Background: an optimization exercise with open tools, aiming at small area and a short achievable clock period. Do not read the settings as production practice.
Function was checked by simulation only, so behaviour that the tests miss may differ from the original.
Power is estimated from default activity; no workload was simulated.

## willow
==> flow/design.v <==
`default_nettype none
module neander_mem_resp #(
    parameter int WAIT_CYCLES = 1,
    parameter int DATA_W      = 8
) (
    input  logic              clock,
    input  logic              RESET,
    input  logic [7:0]        endM,
    input  logic [DATA_W-1:0] dataIN,
    input  logic              read,
    input  logic              write,
    output logic [DATA_W-1:0] dataOUT,
    output logic              ready,
    input  logic              ld_we,
    input  logic [7:0]        ld_addr,
    input  logic [DATA_W-1:0] ld_data,
    output logic [DATA_W-1:0] io_out,
    output logic              ld_rdy
);
    localparam int NWORDS = 255;
    localparam int NGRP   = 8;            
    logic              r_idle, r_s1, r_s2, r_s3;
    logic [15:0]       r_hi;              
    logic [15:0]       r_lo [2];          
    logic              r_iohit;           
    logic [DATA_W-1:0] r_data;
    logic              r_op_wr;
    logic              r_ldrdy;           
    logic [15:0]       r_whi_n;           
    logic [15:0]       r_wlo_n [2];       
    logic [DATA_W-1:0] r_dout;
    logic [DATA_W-1:0] r_rd [NGRP];
    logic [DATA_W-1:0] r_io;
    logic [DATA_W-1:0] r_mem [NWORDS];
    logic              w_accept;
    logic              w_io_hit;
    logic [7:0]        w_addr;
    logic              w_ld_take;
    logic              w_cpu_wr;
    logic [DATA_W-1:0] w_row [16];
    logic [DATA_W-1:0] w_grp [NGRP];
    logic [DATA_W-1:0] w_rd_word;
    assign w_accept = r_idle && !ld_we && (read || write);
    assign w_io_hit = r_iohit;
    assign w_addr   = ld_we ? ld_addr : endM;
    assign w_ld_take = r_idle && ld_we;
    assign w_cpu_wr  = r_s2 && r_op_wr;
    always_comb begin
        for (int g = 0; g < NGRP; g++) begin
            w_grp[g] = '0;
            for (int h = 2 * g; h < 2 * g + 2; h++) begin
                w_row[h] = '0;
                for (int i = 0; i < 16; i++) begin
                    if (16 * h + i < NWORDS) begin
                        w_row[h] = w_row[h] | ({DATA_W{r_lo[h / 8][i]}} & r_mem[16 * h + i]);
                    end
                end
                w_grp[g] = w_grp[g] | ({DATA_W{r_hi[h]}} & w_row[h]);
            end
        end
    end
    always_comb begin
        w_rd_word = '0;
        for (int g = 0; g < NGRP; g++) begin
            w_rd_word = w_rd_word | r_rd[g];
        end
    end
    always_ff @(posedge clock) begin
        for (int w = 0; w < NWORDS; w++) begin
            if (!(r_whi_n[w / 16] || r_wlo_n[w / 128][w % 16])) begin
                r_mem[w] <= r_data;
            end
        end
    end
    always_ff @(posedge clock) begin
        if (r_idle) begin
            r_data  <= ld_we ? ld_data : dataIN;
            r_op_wr <= write;
        end
    end
    always_ff @(posedge clock) begin
        for (int g = 0; g < NGRP; g++) begin
            r_rd[g] <= w_grp[g];
        end
    end
    always_ff @(posedge clock) begin
        if (RESET) begin
            r_idle    <= 1'b1;
            r_s1      <= 1'b0;
            r_s2      <= 1'b0;
            r_s3      <= 1'b0;
            r_ldrdy   <= 1'b1;
            r_whi_n   <= '1;
            r_wlo_n[0] <= '1;
            r_wlo_n[1] <= '1;
            r_hi      <= '0;
            r_lo[0]   <= '0;
            r_lo[1]   <= '0;
            r_iohit   <= 1'b0;
            r_dout    <= '0;
            r_io      <= '0;
        end else begin
            r_idle    <= (r_idle && !w_accept) || r_s3;
            r_s1      <= w_accept;
            r_s2      <= r_s1;
            r_s3      <= r_s2;
            r_ldrdy   <= !(w_accept || r_s1 || r_s2);
            for (int i = 0; i < 16; i++) begin
                r_whi_n[i] <= !((w_ld_take && (ld_addr[7:4] == 4'(i))) || (w_cpu_wr && r_hi[i]));
                r_wlo_n[0][i] <= !((w_ld_take && !ld_addr[7] && (ld_addr[3:0] == 4'(i))) ||
                                   (w_cpu_wr && r_lo[0][i]));
                r_wlo_n[1][i] <= !((w_ld_take &&  ld_addr[7] && (ld_addr[3:0] == 4'(i))) ||
                                   (w_cpu_wr && r_lo[1][i]));
            end
            if (r_idle) begin
                for (int i = 0; i < 16; i++) begin
                    r_hi[i]    <= (w_addr[7:4] == 4'(i));
                    r_lo[0][i] <= !w_addr[7] && (w_addr[3:0] == 4'(i));
                    r_lo[1][i] <=  w_addr[7] && (w_addr[3:0] == 4'(i));
                end
                r_iohit <= (w_addr == 8'hFF);
            end
            if (r_s2) begin
                if (!r_op_wr) begin
                    r_dout <= w_io_hit ? r_io : w_rd_word;
                end else if (w_io_hit) begin
                    r_io <= r_data;
                end
            end
        end
    end
    assign dataOUT = r_dout;
    assign ready   = r_s3;
    assign ld_rdy  = r_ldrdy;
    assign io_out  = r_io;
endmodule
`default_nettype wire
export LEC_CHECK = 0
export ABC_CLOCK_PERIOD_IN_PS = 1800
export CAP_MARGIN = 20
export CORE_MARGIN = 2
export CORE_UTILIZATION = 60
export CTS_CLUSTER_DIAMETER = 100
export CTS_CLUSTER_SIZE = 24
export SETUP_SLACK_MARGIN = 2.3
export SLEW_MARGIN = 20
create_clock -name core_clock -period 4.4 [get_ports {clock}]
standard.sh (not shown) runs the stock make flow with config.mk's settings and CLKGATE_MAP_FILE= SYNTH_SCRIPT=/design/flow/synth_recipe.tcl, a recipe that flattens the netlist after the stock synthesis.
==> flow/flow/run.sh <==
#!/bin/bash
# The standard layout, with one change: the port buffers that buffer_ports
# inserts on every input and output are buf_4 cells rather than the delay-cell
# buffers it picks by default. Everything else (synthesis, floorplan, power
# grid, placement, CTS, routing) is standard.sh unchanged.
set -euo pipefail
export BUFFER_PORTS_ARGS="-buffer_cell sky130_fd_sc_hd__buf_4"
bash standard.sh finish > standard_finish.log 2>&1
Relative to willow, the following input files were edited for nickel:
--- a/flow/design.v
+++ b/flow/design.v
@@ -15,62 +15,60 @@
     input  logic [7:0]        ld_addr,
     input  logic [DATA_W-1:0] ld_data,
     output logic [DATA_W-1:0] io_out,
     output logic              ld_rdy
 );
     localparam int NWORDS = 255;
-    localparam int NGRP   = 8;            
+    localparam int NGRP   = 16;           
+    localparam int GW     = 256 / NGRP;   
     logic              r_idle, r_s1, r_s2, r_s3;
     logic [15:0]       r_hi;              
     logic [15:0]       r_lo [2];          
     logic              r_iohit;           
     logic [DATA_W-1:0] r_data;
     logic              r_op_wr;
     logic              r_ldrdy;           
     logic [15:0]       r_whi_n;           
-    logic [15:0]       r_wlo_n [2];       
+    logic [15:0]       r_wlo_n;           
     logic [DATA_W-1:0] r_dout;
     logic [DATA_W-1:0] r_rd [NGRP];
     logic [DATA_W-1:0] r_io;
     logic [DATA_W-1:0] r_mem [NWORDS];
     logic              w_accept;
     logic              w_io_hit;
     logic [7:0]        w_addr;
     logic              w_ld_take;
     logic              w_cpu_wr;
-    logic [DATA_W-1:0] w_row [16];
     logic [DATA_W-1:0] w_grp [NGRP];
     logic [DATA_W-1:0] w_rd_word;
     assign w_accept = r_idle && !ld_we && (read || write);
     assign w_io_hit = r_iohit;
     assign w_addr   = ld_we ? ld_addr : endM;
     assign w_ld_take = r_idle && ld_we;
     assign w_cpu_wr  = r_s2 && r_op_wr;
     always_comb begin
         for (int g = 0; g < NGRP; g++) begin
             w_grp[g] = '0;
-            for (int h = 2 * g; h < 2 * g + 2; h++) begin
-                w_row[h] = '0;
-                for (int i = 0; i < 16; i++) begin
-                    if (16 * h + i < NWORDS) begin
-                        w_row[h] = w_row[h] | ({DATA_W{r_lo[h / 8][i]}} & r_mem[16 * h + i]);
-                    end
+            for (int i = 0; i < GW; i++) begin
+                if (g * GW + i < NWORDS) begin
+                    w_grp[g] = w_grp[g] | ({DATA_W{r_lo[g / 8][i]}} & r_mem[g * GW + i]);
                 end
-                w_grp[g] = w_grp[g] | ({DATA_W{r_hi[h]}} & w_row[h]);
             end
         end
     end
     always_comb begin
         w_rd_word = '0;
         for (int g = 0; g < NGRP; g++) begin
-            w_rd_word = w_rd_word | r_rd[g];
+            if (r_hi[g * (16 / NGRP) +: (16 / NGRP)] != '0) begin
+                w_rd_word = w_rd_word | r_rd[g];
+            end
         end
     end
     always_ff @(posedge clock) begin
         for (int w = 0; w < NWORDS; w++) begin
-            if (!(r_whi_n[w / 16] || r_wlo_n[w / 128][w % 16])) begin
+            if (!(r_whi_n[w / 16] || r_wlo_n[w % 16])) begin
                 r_mem[w] <= r_data;
             end
         end
     end
     always_ff @(posedge clock) begin
         if (r_idle) begin
@@ -88,14 +86,13 @@
             r_idle    <= 1'b1;
             r_s1      <= 1'b0;
             r_s2      <= 1'b0;
             r_s3      <= 1'b0;
             r_ldrdy   <= 1'b1;
             r_whi_n   <= '1;
-            r_wlo_n[0] <= '1;
-            r_wlo_n[1] <= '1;
+            r_wlo_n   <= '1;
             r_hi      <= '0;
             r_lo[0]   <= '0;
             r_lo[1]   <= '0;
             r_iohit   <= 1'b0;
             r_dout    <= '0;
             r_io      <= '0;
@@ -104,16 +101,14 @@
             r_s1      <= w_accept;
             r_s2      <= r_s1;
             r_s3      <= r_s2;
             r_ldrdy   <= !(w_accept || r_s1 || r_s2);
             for (int i = 0; i < 16; i++) begin
                 r_whi_n[i] <= !((w_ld_take && (ld_addr[7:4] == 4'(i))) || (w_cpu_wr && r_hi[i]));
-                r_wlo_n[0][i] <= !((w_ld_take && !ld_addr[7] && (ld_addr[3:0] == 4'(i))) ||
-                                   (w_cpu_wr && r_lo[0][i]));
-                r_wlo_n[1][i] <= !((w_ld_take &&  ld_addr[7] && (ld_addr[3:0] == 4'(i))) ||
-                                   (w_cpu_wr && r_lo[1][i]));
+                r_wlo_n[i] <= !((w_ld_take && (ld_addr[3:0] == 4'(i))) ||
+                                (w_cpu_wr && (r_lo[0][i] || r_lo[1][i])));
             end
             if (r_idle) begin
                 for (int i = 0; i < 16; i++) begin
                     r_hi[i]    <= (w_addr[7:4] == 4'(i));
                     r_lo[0][i] <= !w_addr[7] && (w_addr[3:0] == 4'(i));
                     r_lo[1][i] <=  w_addr[7] && (w_addr[3:0] == 4'(i));
### Flow results
| worst slack at placement | nickel vs willow | better |
The design area number comes out lower for nickel vs willow.
Per the comparison of nickel with willow, cell count after placement did not really move; via count now smaller; sequential share of cell area went up by 1.6 points; largest net degree at the start of global routing grew by 24.

* * *

Setup of the previous run:
Another version of the RTL of neander_mem_resp (not shown whole).
Size in the first run: about 4400 cells after synthesis, roughly 2200 flip-flops, roughly 55 I/O pins, ~0.080 sq mm of cells after synthesis.
==> module neander_mem_resp, before the edit <==
module neander_mem_resp #(
    parameter int WAIT_CYCLES = 1,
    parameter int DATA_W      = 8
) (
    input  logic              clock,
    input  logic              RESET,
    input  logic [7:0]        endM,
    input  logic [DATA_W-1:0] dataIN,
    input  logic              read,
    input  logic              write,
    output logic [DATA_W-1:0] dataOUT,
    output logic              ready,
    input  logic              ld_we,
    input  logic [7:0]        ld_addr,
    input  logic [DATA_W-1:0] ld_data,
    output logic [DATA_W-1:0] io_out,
    output logic              ld_rdy
);
    localparam int NWORDS = 255;
    localparam int NGRP   = 8;            
    logic              r_idle, r_s1, r_s2, r_s3;
    logic [15:0]       r_hi;              
    logic [15:0]       r_lo [2];          
    logic              r_iohit;           
    logic [DATA_W-1:0] r_data;
    logic              r_op_wr;
    logic              r_ldrdy;           
    logic [15:0]       r_whi_n;           
    logic [15:0]       r_wlo_n;           
    logic [DATA_W-1:0] r_dout;
    logic [DATA_W-1:0] r_rd [NGRP];
    logic [DATA_W-1:0] r_io;
    logic [DATA_W-1:0] r_mem [NWORDS];
    logic              w_accept;
    logic              w_io_hit;
    logic [7:0]        w_addr;
    logic              w_ld_take;
    logic              w_cpu_wr;
    logic [DATA_W-1:0] w_row [16];
    logic [DATA_W-1:0] w_grp [NGRP];
    logic [DATA_W-1:0] w_rd_word;
    assign w_accept = r_idle && !ld_we && (read || write);
    assign w_io_hit = r_iohit;
    assign w_addr   = ld_we ? ld_addr : endM;
    assign w_ld_take = r_idle && ld_we;
    assign w_cpu_wr  = r_s2 && r_op_wr;
    always_comb begin
        for (int g = 0; g < NGRP; g++) begin
            w_grp[g] = '0;
            for (int h = 2 * g; h < 2 * g + 2; h++) begin
                w_row[h] = '0;
                for (int i = 0; i < 16; i++) begin
                    if (16 * h + i < NWORDS) begin
                        w_row[h] = w_row[h] | ({DATA_W{r_lo[h / 8][i]}} & r_mem[16 * h + i]);
                    end
                end
                w_grp[g] = w_grp[g] | ({DATA_W{r_hi[h]}} & w_row[h]);
            end
        end
    end
    always_comb begin
        w_rd_word = '0;
        for (int g = 0; g < NGRP; g++) begin
            w_rd_word = w_rd_word | r_rd[g];
        end
    end
    always_ff @(posedge clock) begin
        for (int w = 0; w < NWORDS; w++) begin
            if (!(r_whi_n[w / 16] || r_wlo_n[w % 16])) begin
                r_mem[w] <= r_data;
            end
        end
    end
    always_ff @(posedge clock) begin
        if (r_idle) begin
            r_data  <= ld_we ? ld_data : dataIN;
            r_op_wr <= write;
        end
    end
    always_ff @(posedge clock) begin
        for (int g = 0; g < NGRP; g++) begin
            r_rd[g] <= w_grp[g];
        end
    end
    always_ff @(posedge clock) begin
        if (RESET) begin
            r_idle    <= 1'b1;
            r_s1      <= 1'b0;
            r_s2      <= 1'b0;
            r_s3      <= 1'b0;
            r_ldrdy   <= 1'b1;
            r_whi_n   <= '1;
            r_wlo_n   <= '1;
            r_hi      <= '0;
            r_lo[0]   <= '0;
            r_lo[1]   <= '0;
            r_iohit   <= 1'b0;
            r_dout    <= '0;
            r_io      <= '0;
        end else begin
            r_idle    <= (r_idle && !w_accept) || r_s3;
            r_s1      <= w_accept;
            r_s2      <= r_s1;
            r_s3      <= r_s2;
            r_ldrdy   <= !(w_accept || r_s1 || r_s2);
            for (int i = 0; i < 16; i++) begin
                r_whi_n[i] <= !((w_ld_take && (ld_addr[7:4] == 4'(i))) || (w_cpu_wr && r_hi[i]));
                r_wlo_n[i] <= !((w_ld_take && (ld_addr[3:0] == 4'(i))) ||
                                (w_cpu_wr && (r_lo[0][i] || r_lo[1][i])));
            end
            if (r_idle) begin
                for (int i = 0; i < 16; i++) begin
                    r_hi[i]    <= (w_addr[7:4] == 4'(i));
                    r_lo[0][i] <= !w_addr[7] && (w_addr[3:0] == 4'(i));
                    r_lo[1][i] <=  w_addr[7] && (w_addr[3:0] == 4'(i));
                end
                r_iohit <= (w_addr == 8'hFF);
            end
            if (r_s2) begin
                if (!r_op_wr) begin
                    r_dout <= w_io_hit ? r_io : w_rd_word;
                end else if (w_io_hit) begin
                    r_io <= r_data;
                end
            end
        end
    end
    assign dataOUT = r_dout;
    assign ready   = r_s3;
    assign ld_rdy  = r_ldrdy;
    assign io_out  = r_io;
endmodule
clock: 4.4 ns
lec_check: 0
abc_clock_period_in_ps: 1800
cap_margin: 20
core_margin: 2
core_utilization: 60
cts_cluster_diameter: 100
cts_cluster_size: 24
setup_slack_margin: 2.2
slew_margin: 20
Scripts as last shown in full above: flow/flow/run.sh
--- input diff the previous run..the current run ---
--- a/flow/design.v
+++ b/flow/design.v
@@ -19,5 +19,6 @@
 );
     localparam int NWORDS = 255;
-    localparam int NGRP   = 8;            
+    localparam int NGRP   = 16;           
+    localparam int GW     = 256 / NGRP;   
     logic              r_idle, r_s1, r_s2, r_s3;
     logic [15:0]       r_hi;              
@@ -27,6 +28,6 @@
     logic              r_op_wr;
     logic              r_ldrdy;           
-    logic [15:0]       r_whi_n;           
-    logic [15:0]       r_wlo_n;           
+    logic [15:0]       r_whi;             
+    logic [15:0]       r_wlo;             
     logic [DATA_W-1:0] r_dout;
     logic [DATA_W-1:0] r_rd [NGRP];
@@ -38,5 +39,4 @@
     logic              w_ld_take;
     logic              w_cpu_wr;
-    logic [DATA_W-1:0] w_row [16];
     logic [DATA_W-1:0] w_grp [NGRP];
     logic [DATA_W-1:0] w_rd_word;
@@ -49,12 +49,8 @@
         for (int g = 0; g < NGRP; g++) begin
             w_grp[g] = '0;
-            for (int h = 2 * g; h < 2 * g + 2; h++) begin
-                w_row[h] = '0;
-                for (int i = 0; i < 16; i++) begin
-                    if (16 * h + i < NWORDS) begin
-                        w_row[h] = w_row[h] | ({DATA_W{r_lo[h / 8][i]}} & r_mem[16 * h + i]);
-                    end
+            for (int i = 0; i < GW; i++) begin
+                if (g * GW + i < NWORDS) begin
+                    w_grp[g] = w_grp[g] | ({DATA_W{r_lo[g / 8][i]}} & r_mem[g * GW + i]);
                 end
-                w_grp[g] = w_grp[g] | ({DATA_W{r_hi[h]}} & w_row[h]);
             end
         end
@@ -63,10 +59,12 @@
         w_rd_word = '0;
         for (int g = 0; g < NGRP; g++) begin
-            w_rd_word = w_rd_word | r_rd[g];
+            if (r_hi[g * (16 / NGRP) +: (16 / NGRP)] != '0) begin
+                w_rd_word = w_rd_word | r_rd[g];
+            end
         end
     end
     always_ff @(posedge clock) begin
         for (int w = 0; w < NWORDS; w++) begin
-            if (!(r_whi_n[w / 16] || r_wlo_n[w % 16])) begin
+            if (r_whi[w / 16] && r_wlo[w % 16]) begin
                 r_mem[w] <= r_data;
             end
@@ -91,6 +89,6 @@
             r_s3      <= 1'b0;
             r_ldrdy   <= 1'b1;
-            r_whi_n   <= '1;
-            r_wlo_n   <= '1;
+            r_whi     <= '0;
+            r_wlo     <= '0;
             r_hi      <= '0;
             r_lo[0]   <= '0;
@@ -106,7 +104,7 @@
             r_ldrdy   <= !(w_accept || r_s1 || r_s2);
             for (int i = 0; i < 16; i++) begin
-                r_whi_n[i] <= !((w_ld_take && (ld_addr[7:4] == 4'(i))) || (w_cpu_wr && r_hi[i]));
-                r_wlo_n[i] <= !((w_ld_take && (ld_addr[3:0] == 4'(i))) ||
-                                (w_cpu_wr && (r_lo[0][i] || r_lo[1][i])));
+                r_whi[i] <= (w_ld_take && (ld_addr[7:4] == 4'(i))) || (w_cpu_wr && r_hi[i]);
+                r_wlo[i] <= (w_ld_take && (ld_addr[3:0] == 4'(i))) ||
+                            (w_cpu_wr && (r_lo[0][i] || r_lo[1][i]));
             end
             if (r_idle) begin
Results
The current run finished all stages; layout check result: FAIL, due to antenna rules. The previous run finished end to end and its layout was clean on timing, DRC and antenna. Against the previous run, the current run comes in 0.3 points lower on share of power burned in the clock network. When the current run is set beside the previous run, its depth of the critical timing path with buffers and inverters included turns out to be 1 smaller. Compared with the previous run, in the current run proportion of cell area occupied by multi-input gates went up by 0.22 points; final wirelength went down by 3.2%; final critical path time including I/O delays and setup went down by 54 ps.

-- re-timing with driven ports --
How much do the figures lean on ideal ports? The routed layouts below were timed once more, with nothing changed but the port constraints. Step 1: set_driving_cell puts a clkbuf_16 on clock and a buf_2 on each other input, an assumption about the parent block. Step 2 adds t to the input delays and takes it off the output delays; t is the mean of the earliest and latest rising clock arrival at the registers after step 1. Input paths then give back, and output paths get back, about the clock's delay inside the block. a / b / c = no drivers / after step 1 / after step 2; a / b = the first two.
run | shift t [ns] | setup WS [ns] | worst hold slack (ns) | worst setup path at the end
willow | 0.825 | 2.178 / 2.129 / 1.689 | 0.359 / 0.342 / 0.465 | input to register
nickel | 0.835 | 2.150 / 2.150 / 1.875 | 0.356 / 0.307 / 0.441 | input to register
the previous run | 0.839 | 2.147 / 2.142 / 1.497 | 0.300 / 0.361 / 0.466 | input to register
the current run | 0.825 | 2.201 / 2.144 / 1.749 | 0.310 / 0.381 / 0.471 | input to register
For the previous run, which loses most, drivers alone change the setup slack by -0.005 ns; drivers and shift together by -0.650 ns.
